Source: an optimization exercise on an open RTL-to-GDS flow (aim: small area). Production flows keep margins and buffers that such runs may drop.
Where RTL was checked, it was by simulation tests only, not by an equivalence proof against the original.
No activity file was given, so power comes from the tool's default toggle rates.

wip/fjord:
## alu_system
module alu_system (
    input  wire         clk,
    input  wire         reset,
    input  wire  [35:0] i_ctrl,
    output logic [7:0]  o_alu_out,
    output logic [3:0]  o_flags,
    output logic [7:0]  o_address,
    output logic [7:0]  o_mem_data,
    output logic [15:0] o_ir
);
    alu_system_pkg::ctrl_t ctrl;
    assign ctrl = alu_system_pkg::ctrl_t'(i_ctrl);
    alu_system_pkg::data_t rf_data;
    alu_system_pkg::data_t arf_data;
    alu_system_pkg::data_t rf_a;
    alu_system_pkg::data_t rf_b;
    alu_system_pkg::data_t arf_c;
    alu_system_pkg::data_t alu_a;
    reg_bank #(.NUM_REGS(4)) rf0 (
        .clk(clk), .reset(reset), .i_ctrl(ctrl.rf), .i_data(rf_data),
        .o_a(rf_a), .o_b(rf_b)
    );
    reg_bank #(.NUM_REGS(3)) arf0 (
        .clk(clk), .reset(reset), .i_ctrl(ctrl.arf), .i_data(arf_data),
        .o_a(arf_c), .o_b(o_address)
    );
    instr_reg ir0 (
        .clk(clk), .reset(reset), .i_en(ctrl.ir_en), .i_fun(ctrl.ir_fun),
        .i_low(ctrl.ir_low), .i_data(o_mem_data), .o_ir(o_ir)
    );
    bus_mux mux0 (
        .i_mux_a_sel(ctrl.mux_a_sel), .i_mux_b_sel(ctrl.mux_b_sel),
        .i_mux_c_sel(ctrl.mux_c_sel), .i_alu(o_alu_out), .i_arf_c(arf_c),
        .i_rf_a(rf_a), .i_mem(o_mem_data), .i_ir(o_ir),
        .o_rf_data(rf_data), .o_arf_data(arf_data), .o_alu_a(alu_a)
    );
    alu_unit alu0 (
        .clk(clk), .reset(reset), .i_op(ctrl.alu_op), .i_flag_we(ctrl.flag_we),
        .i_a(alu_a), .i_b(rf_b), .o_result(o_alu_out), .o_flags(o_flags)
    );
    data_memory mem0 (
        .clk(clk), .i_addr(o_address), .i_wdata(o_alu_out), .i_wr(ctrl.mem_wr),
        .i_cs_n(ctrl.mem_cs_n), .o_rdata(o_mem_data)
    );
endmodule
clock: 10.0 ns
lec_check: 0
cap_margin: 20
core_margin: 2
core_utilization: 40
cts_buf_list: sky130_fd_sc_hd__clkbuf_4
slew_margin: 20
synth_hierarchical: 1
synth_minimum_keep_size: 0
standard.sh (not shown) runs the stock make flow with config.mk's settings and CLKGATE_MAP_FILE= SYNTH_SCRIPT=/design/flow/synth_recipe.tcl, a recipe that flattens the netlist after the stock synthesis.
==> flow/flow/run.sh <==
#!/bin/bash
# Standard ORFS layout, except that after the standard synthesis every
# combinational cell is set to its smallest drive strength; the flow's own
# repair steps then size up only what timing needs.
set -euo pipefail
W=$(pwd)
R=$W/orfs/results/$FLOW_PLATFORM/alu_system/base
LIB=$FLOW_HOME/platforms/$FLOW_PLATFORM/lib/sky130_fd_sc_hd__tt_025C_1v80.lib
bash standard.sh synth > $W/flow_synth.log 2>&1
cp $R/1_2_yosys.v $W/1_2_yosys_orig.v
python3 $W/flow/downsize.py $LIB $R/1_2_yosys.v > $W/flow_downsize.log 2>&1
rm -f $R/1_synth.odb
bash standard.sh "BUFFER_PORTS_ARGS=-buffer_cell sky130_fd_sc_hd__buf_2" finish > $W/flow_finish.log 2>&1
==> flow/flow/downsize.py <==
# Rewrites a Yosys netlist so that every combinational cell uses the smallest-area
# variant of its function (same cell family, different drive strength).
# Registers keep their cell types. Usage: downsize.py LIB NETLIST
import re, sys
lib = open(sys.argv[1]).read()
area = {m.group(1): float(m.group(2)) for m in
        re.finditer(r'cell\s*\(\s*"?(sky130_fd_sc_hd__\w+)"?\s*\)\s*\{.*?area\s*:\s*([\d.]+)', lib, re.S)}
skip = re.compile(r'sky130_fd_sc_hd__(s?e?df|dl|sdl|clk|tap|fill|decap|conb|lpflow|probe|fa_|ha_|maj)')
fam = {}
for c in area:
    m = re.match(r'(sky130_fd_sc_hd__\w+?)_(\d+)$', c)
    if m and not skip.match(c):
        fam.setdefault(m.group(1), []).append(c)
best = {}
for f, cells in fam.items():
    b = min(cells, key=lambda c: (area[c], int(c.rsplit('_', 1)[1])))
    for c in cells:
        if c != b and area[c] > area[b]:
            best[c] = b
text = open(sys.argv[2]).read()
n = [0]
def sub(m):
    c = m.group(1)
    if c in best:
        n[0] += 1
        return best[c] + m.group(2)
    return m.group(0)
text = re.sub(r'\b(sky130_fd_sc_hd__\w+)(\s+[\\\w])', sub, text)
open(sys.argv[2], 'w').write(text)
print("downsized", n[0], "cells")
wip/fjord finished all stages; the layout is clean.
> inputs changed (wip/fjord -> wip/lagoon)
# wip/fjord
export LEC_CHECK = 0
export CAP_MARGIN = 20
export CORE_MARGIN = 2
export CORE_UTILIZATION = 40
export CTS_BUF_LIST = sky130_fd_sc_hd__clkbuf_4
export SLEW_MARGIN = 20
export SYNTH_HIERARCHICAL = 1
export SYNTH_MINIMUM_KEEP_SIZE = 0
create_clock -name core_clock -period 10.0 [get_ports {clk}]
# wip/lagoon
export LEC_CHECK = 0
export CAP_MARGIN = 20
export CORE_MARGIN = 2
export CORE_UTILIZATION = 40
export CTS_BUF_LIST = sky130_fd_sc_hd__clkbuf_4
export CTS_CLUSTER_SIZE = 16
export SLEW_MARGIN = 20
export SYNTH_HIERARCHICAL = 1
export SYNTH_MINIMUM_KEEP_SIZE = 0
create_clock -name core_clock -period 10.0 [get_ports {clk}]
diff --git a/flow/flow/run.sh b/flow/flow/run.sh
--- a/flow/flow/run.sh
+++ b/flow/flow/run.sh
@@ -13 +13 @@
-bash standard.sh "BUFFER_PORTS_ARGS=-buffer_cell sky130_fd_sc_hd__buf_2" finish > $W/flow_finish.log 2>&1
+bash standard.sh "BUFFER_PORTS_ARGS=-buffer_cell sky130_fd_sc_hd__buf_2" RECOVER_POWER=100 finish > $W/flow_finish.log 2>&1
## What came out
- On worst-case hold slack, wip/fjord and wip/lagoon are basically level.
- When wip/lagoon is measured against wip/fjord, its final area turns out about 0.4% lower.
- On wire length, wip/fjord and wip/lagoon are neck and neck.
- Layout checks on wip/lagoon: not met. Flow itself completed; violations: capacitance limit, slew limit.
- [compare] base=wip/fjord new=wip/lagoon: minimum period implied by the final worst setup slack rose by 0.16 ns; overall power fell by about 0.3%.
Modified inputs, wip/harbor compared to wip/lagoon
# wip/lagoon
export LEC_CHECK = 0
export CAP_MARGIN = 20
export CORE_MARGIN = 2
export CORE_UTILIZATION = 40
export CTS_BUF_LIST = sky130_fd_sc_hd__clkbuf_4
export CTS_CLUSTER_SIZE = 16
export SLEW_MARGIN = 20
export SYNTH_HIERARCHICAL = 1
export SYNTH_MINIMUM_KEEP_SIZE = 0
create_clock -name core_clock -period 10.0 [get_ports {clk}]
# wip/harbor
export LEC_CHECK = 0
export CAP_MARGIN = 20
export CORE_MARGIN = 2
export CORE_UTILIZATION = 40
export CTS_BUF_LIST = sky130_fd_sc_hd__clkbuf_8
export SLEW_MARGIN = 20
export SYNTH_HIERARCHICAL = 1
export SYNTH_MINIMUM_KEEP_SIZE = 0
create_clock -name core_clock -period 10.0 [get_ports {clk}]
diff --git a/flow/flow/run.sh b/flow/flow/run.sh
--- a/flow/flow/run.sh
+++ b/flow/flow/run.sh
@@ -13 +13 @@
-bash standard.sh "BUFFER_PORTS_ARGS=-buffer_cell sky130_fd_sc_hd__buf_2" RECOVER_POWER=100 finish > $W/flow_finish.log 2>&1
+bash standard.sh "BUFFER_PORTS_ARGS=-buffer_cell sky130_fd_sc_hd__buf_2" finish > $W/flow_finish.log 2>&1
### Flow results
- Summary across wip/lagoon and wip/harbor: the single failing run is wip/lagoon.
- Relative to wip/lagoon, the leakage power summed over all cells measured on wip/harbor has increased slightly.
- Compared to wip/lagoon, the routing of wip/harbor uses less wire.
- Compared with wip/lagoon, wip/harbor has extra setup slack.
- Between wip/lagoon and wip/harbor, the portion of total power attributed to combinational logic does not differ in any meaningful way.
Input changes introduced in wip/willow (baseline for comparison: wip/harbor):
# wip/harbor
export LEC_CHECK = 0
export CAP_MARGIN = 20
export CORE_MARGIN = 2
export CORE_UTILIZATION = 40
export CTS_BUF_LIST = sky130_fd_sc_hd__clkbuf_8
export SLEW_MARGIN = 20
export SYNTH_HIERARCHICAL = 1
export SYNTH_MINIMUM_KEEP_SIZE = 0
create_clock -name core_clock -period 10.0 [get_ports {clk}]
# wip/willow
export LEC_CHECK = 0
export CAP_MARGIN = 20
export CORE_MARGIN = 2
export CORE_UTILIZATION = 40
export CTS_BUF_LIST = sky130_fd_sc_hd__clkbuf_8
export CTS_CLUSTER_SIZE = 30
export SLEW_MARGIN = 20
export SYNTH_HIERARCHICAL = 1
export SYNTH_MINIMUM_KEEP_SIZE = 0
create_clock -name core_clock -period 10.0 [get_ports {clk}]
diff --git a/flow/flow/run.sh b/flow/flow/run.sh
--- a/flow/flow/run.sh
+++ b/flow/flow/run.sh
@@ -13 +13 @@
-bash standard.sh "BUFFER_PORTS_ARGS=-buffer_cell sky130_fd_sc_hd__buf_2" finish > $W/flow_finish.log 2>&1
+bash standard.sh "BUFFER_PORTS_ARGS=-buffer_cell sky130_fd_sc_hd__buf_2" RECOVER_POWER=100 finish > $W/flow_finish.log 2>&1
[summary]
Taking wip/harbor as the reference, in wip/willow number of buffers outside the clock class in the layout essentially unchanged, final core utilization decreased 0.15 points, share of power burned in combinational logic decreased 0.2 points.
Any difference in clock distribution power between wip/willow and wip/harbor is small enough to ignore.
Final clock period utilization by the worst path: wip/willow > wip/harbor
Looking at wip/harbor and wip/willow, the aggregate routed wire length is a wash.
Layout checks on wip/willow: not met. Flow itself completed; violations: capacitance limit, slew limit.
In wip/willow, the slack of the worst reg-to-reg path came out 0.91 ns below the value in wip/harbor.
In the tables for wip/harbor and wip/willow, final design area excluding fillers reads higher with wip/harbor.
No run of this note included a check of the RTL's function; only the layout flow was run.

* * *

Setup of red:
Another version of the RTL of alu_system (not shown whole).
Size in the first run: about 8200 cells after synthesis, about 82 I/O pins, ~77000 sq um of cells after synthesis.
## alu_system
module alu_system (
    input  wire         clk,
    input  wire         reset,
    input  wire  [35:0] i_ctrl,
    output logic [7:0]  o_alu_out,
    output logic [3:0]  o_flags,
    output logic [7:0]  o_address,
    output logic [7:0]  o_mem_data,
    output logic [15:0] o_ir
);
==> flow/config.mk <==
export PLATFORM = sky130hd
export DESIGN_NAME = alu_system
export DESIGN_NICKNAME = alu_system
export VERILOG_FILES = /design/flow/design.v
export SDC_FILE = /design/flow/constraint.sdc
export NUM_CORES = 4
export LEC_CHECK = 0
export CAP_MARGIN = 10
export CORE_MARGIN = 2
export CORE_UTILIZATION = 60
export CTS_BUF_LIST = sky130_fd_sc_hd__clkbuf_8
export CTS_CLUSTER_DIAMETER = 70
export CTS_CLUSTER_SIZE = 18
export GPL_TIMING_DRIVEN = 0
export SETUP_SLACK_MARGIN = 0.2
export SLEW_MARGIN = 10
export SYNTH_HIERARCHICAL = 1
export SYNTH_MINIMUM_KEEP_SIZE = 0
==> flow/constraint.sdc <==
create_clock -name core_clock -period 10.0 [get_ports {clk}]
set_input_delay 2.0000 -clock core_clock [delete_from_list [all_inputs] [get_ports {clk}]]
set_output_delay 2.0000 -clock core_clock [all_outputs]
set_load 0.01 [all_outputs]
==> flow/flow/run.sh <==
#!/bin/bash
# Standard ORFS layout, except that after the standard synthesis every
# combinational cell is set to its smallest drive strength; the flow's own
# repair steps then size up only what timing needs.
set -euo pipefail
W=$(pwd)
R=$W/orfs/results/$FLOW_PLATFORM/alu_system/base
LIB=$FLOW_HOME/platforms/$FLOW_PLATFORM/lib/sky130_fd_sc_hd__tt_025C_1v80.lib
bash standard.sh synth > $W/flow_synth.log 2>&1
cp $R/1_2_yosys.v $W/1_2_yosys_orig.v
python3 $W/flow/downsize.py $LIB $R/1_2_yosys.v > $W/flow_downsize.log 2>&1
rm -f $R/1_synth.odb
bash standard.sh REMOVE_ABC_BUFFERS=1 "BUFFER_PORTS_ARGS=-buffer_cell sky130_fd_sc_hd__buf_2" finish > $W/flow_finish.log 2>&1
Scripts as last shown in full above: flow/flow/downsize.py
red finished every stage and its layout cleared the timing, DRC and antenna checks.
Changes in orange relative to red:
Settings: putting PLACE_DENSITY at 0.72 where nothing was set.
## What came out
- orange finished end to end and its layout was clean on timing, DRC and antenna.
- The final reports for orange and red show global routing usage on met3 higher in the former.
- Comparing orange with red, the final hold slack came out essentially unchanged.
- Of orange and red, it is orange that has the lower final critical path time including I/O delays and setup.
- Run comparison: orange capture point of the worst path o_mem_data[5]; red capture point of the worst path o_mem_data[3]

* * *

run A:
alu_system, a different RTL version from the one above (not shown whole).
For scale: about 7500 cells after synthesis, roughly 82 I/O pins, about 75000 sq um of cells after synthesis.
clock: 10.0 ns
lec_check: 0
cap_margin: 10
core_margin: 2
core_utilization: 60
cts_buf_list: sky130_fd_sc_hd__clkbuf_8
cts_cluster_diameter: 70
cts_cluster_size: 18
gpl_timing_driven: 0
setup_slack_margin: 0.3
slew_margin: 10
synth_hierarchical: 1
synth_minimum_keep_size: 0
Scripts as last shown in full above: flow/flow/run.sh, flow/flow/downsize.py
Run A did not stop at any stage, and its layout met the timing, DRC and antenna checks.
Modified inputs, run B compared to run A
--- a/flow/flow/run.sh
+++ b/flow/flow/run.sh
@@ -2,3 +2,7 @@
-# Standard ORFS layout, except that after the standard synthesis every
-# combinational cell is set to its smallest drive strength; the flow's own
-# repair steps then size up only what timing needs.
+# Standard ORFS layout with three changes:
+# - after the standard synthesis (run unchanged), every combinational cell is
+#   set to its smallest drive strength (downsize.py); registers keep their
+#   cells, and the flow's repair steps size up only what slew and timing need;
+# - the buffers ABC inserted are removed at floorplan (REMOVE_ABC_BUFFERS);
+# - the port buffers are small buffers instead of delay cells.
+# Each tool's output goes to flow_*.log here; ORFS keeps its own logs in orfs/logs.
Diff run B..run A | final setup slack of the worst path | unchanged
Summary of run B over run A: power of the combinational group flat, final area flat, number of antenna violations at the first check in global routing flat.
Iteration-0 DRC count of the detailed router: run B vs run A identical
Total die area came out exactly the same in run A and run B.
Comparing run B against run A, there is no change at all in area overhead of the layout relative to synthesis.
Run A -> run B: amount of wire on met2 after detailed routing delta 0, exact match
Relative to run B, the following input files were edited for run C:
Settings: a change of CTS_CLUSTER_SIZE from 18 to 16; a change of SETUP_SLACK_MARGIN from 0.3 to 0.45; a change of CTS_CLUSTER_DIAMETER from 70 to 65.
==> flow/flow/run.sh <==
#!/bin/bash
# Standard ORFS layout, except that after the standard synthesis every
# combinational cell is set to its smallest drive strength; the flow's own
# repair steps then size up only what timing needs.
set -euo pipefail
W=$(pwd)
R=$W/orfs/results/$FLOW_PLATFORM/alu_system/base
LIB=$FLOW_HOME/platforms/$FLOW_PLATFORM/lib/sky130_fd_sc_hd__tt_025C_1v80.lib
bash standard.sh synth > $W/flow_synth.log 2>&1
cp $R/1_2_yosys.v $W/1_2_yosys_orig.v
python3 $W/flow/downsize.py $LIB $R/1_2_yosys.v > $W/flow_downsize.log 2>&1
rm -f $R/1_synth.odb
bash standard.sh REMOVE_ABC_BUFFERS=1 "BUFFER_PORTS_ARGS=-buffer_cell sky130_fd_sc_hd__buf_2" finish > $W/flow_finish.log 2>&1
Results
Compared with run B, in run C maximum frequency from static timing analysis picked up an extra 1.6%, final worst slack picked up an extra 0.15 ns. Run C | status: complete | timing, DRC, antenna: pass. No stage failed in run B, and the final checks on the layout all came back clean. Any difference in sequential share of cell area between run C and run B is small enough to ignore. Between run B and run C, the cell count does not differ in any meaningful way. From run B to run C the numbers moved as follows: per-cell via count in the routed design closely matched the old numbers, antenna diode count decreased by 2 relative to the old numbers, total net switching power closely matched the old numbers. Final critical-path required period: run C and run B compared, higher one is run B. The routed wire length of run C and that of run B are within noise of each other.

* * *

alu_system, a different RTL version from the one above (not shown whole).
For scale: roughly 8300 cells after synthesis, roughly 82 I/O pins, roughly 78000 sq um of cells after synthesis.
export LEC_CHECK = 0
export CAP_MARGIN = 20
export CORE_MARGIN = 2
export CORE_UTILIZATION = 60
export CTS_BUF_LIST = sky130_fd_sc_hd__clkbuf_16
export CTS_CLUSTER_DIAMETER = 100
export CTS_CLUSTER_SIZE = 28
export GPL_TIMING_DRIVEN = 0
export SETUP_SLACK_MARGIN = 0.1
export SLEW_MARGIN = 20
export SYNTH_HIERARCHICAL = 1
export SYNTH_MINIMUM_KEEP_SIZE = 0
create_clock -name core_clock -period 10.0 [get_ports {clk}]
==> flow/flow/run.sh <==
#!/bin/bash
# Standard ORFS layout, except that after the standard synthesis every
# combinational cell is set to its smallest drive strength; the flow's own
# repair steps then size up only what timing needs.
set -euo pipefail
W=$(pwd)
R=$W/orfs/results/$FLOW_PLATFORM/alu_system/base
LIB=$FLOW_HOME/platforms/$FLOW_PLATFORM/lib/sky130_fd_sc_hd__tt_025C_1v80.lib
bash standard.sh synth > $W/flow_synth.log 2>&1
cp $R/1_2_yosys.v $W/1_2_yosys_orig.v
python3 $W/flow/downsize.py $LIB $R/1_2_yosys.v > $W/flow_downsize.log 2>&1
rm -f $R/1_synth.odb
bash standard.sh REMOVE_ABC_BUFFERS=1 "BUFFER_PORTS_ARGS=-buffer_cell sky130_fd_sc_hd__buf_2" finish > $W/flow_finish.log 2>&1
Scripts as last shown in full above: flow/flow/downsize.py
==> next run, changes <==
CORE_UTILIZATION = 70   (was 60)
Outcome: The changed run completed with no timing, DRC or antenna violations. Worst setup slack gains 0.070 ns. Hold slack stays flat. Clock power goes down by about 2%. Synthesized cell count is unchanged. Combinational power goes down by about 1%. Maximum frequency goes up by 0.72%. Register-to-register slack gains 0.09 ns.

-- static timing again, ports no longer ideal --
No port has a modelled driver above. Below, the same layouts with a new extraction and two added sets of constraints. Step 1 assumes that a clkbuf_16 drives the clock port and a buf_2 every other input. Step 2, shift: input delay + t, output delay - t, t = (earliest + latest rising clock arrival at the registers) / 2. This alone moves slack from input paths to output paths. a / b / c = ideal ports / drivers / drivers and shift; a / b = the first two.
run | t (ns) | slack for setup (ns) | latest minus earliest clock arrival (ns) | cell pins on the clock port's net
wip/fjord | 1.419 | 0.541 / 0.513 / 0.513 | 0.108 / 0.108 | 1
wip/lagoon | 1.412 | 0.383 / 0.355 / -0.640 | 0.104 / 0.104 | 1
wip/harbor | 1.103 | 0.628 / 0.600 / 0.600 | 0.104 / 0.103 | 1
wip/willow | 1.106 | 0.381 / 0.353 / -0.405 | 0.107 / 0.107 | 1
red | 0.969 | 0.139 / 0.103 / 0.103 | 0.083 / 0.084 | 1
orange | 0.976 | 0.203 / 0.176 / 0.176 | 0.050 / 0.049 | 1
run A | 0.984 | 0.300 / 0.247 / 0.247 | 0.032 / 0.033 | 1
run B | 0.984 | 0.300 / 0.247 / 0.247 | 0.032 / 0.033 | 1
run C | 0.986 | 0.449 / 0.400 / 0.400 | 0.041 / 0.041 | 1
the first run of note 4 | 0.816 | 0.097 / 0.045 / 0.045 | 0.045 / 0.045 | 1
the second run of note 4 | 0.792 | 0.167 / 0.123 / 0.123 | 0.047 / 0.048 | 1
The setup slack of wip/lagoon, which loses most, moves by -0.028 ns with the drivers and by -1.023 ns with both steps.
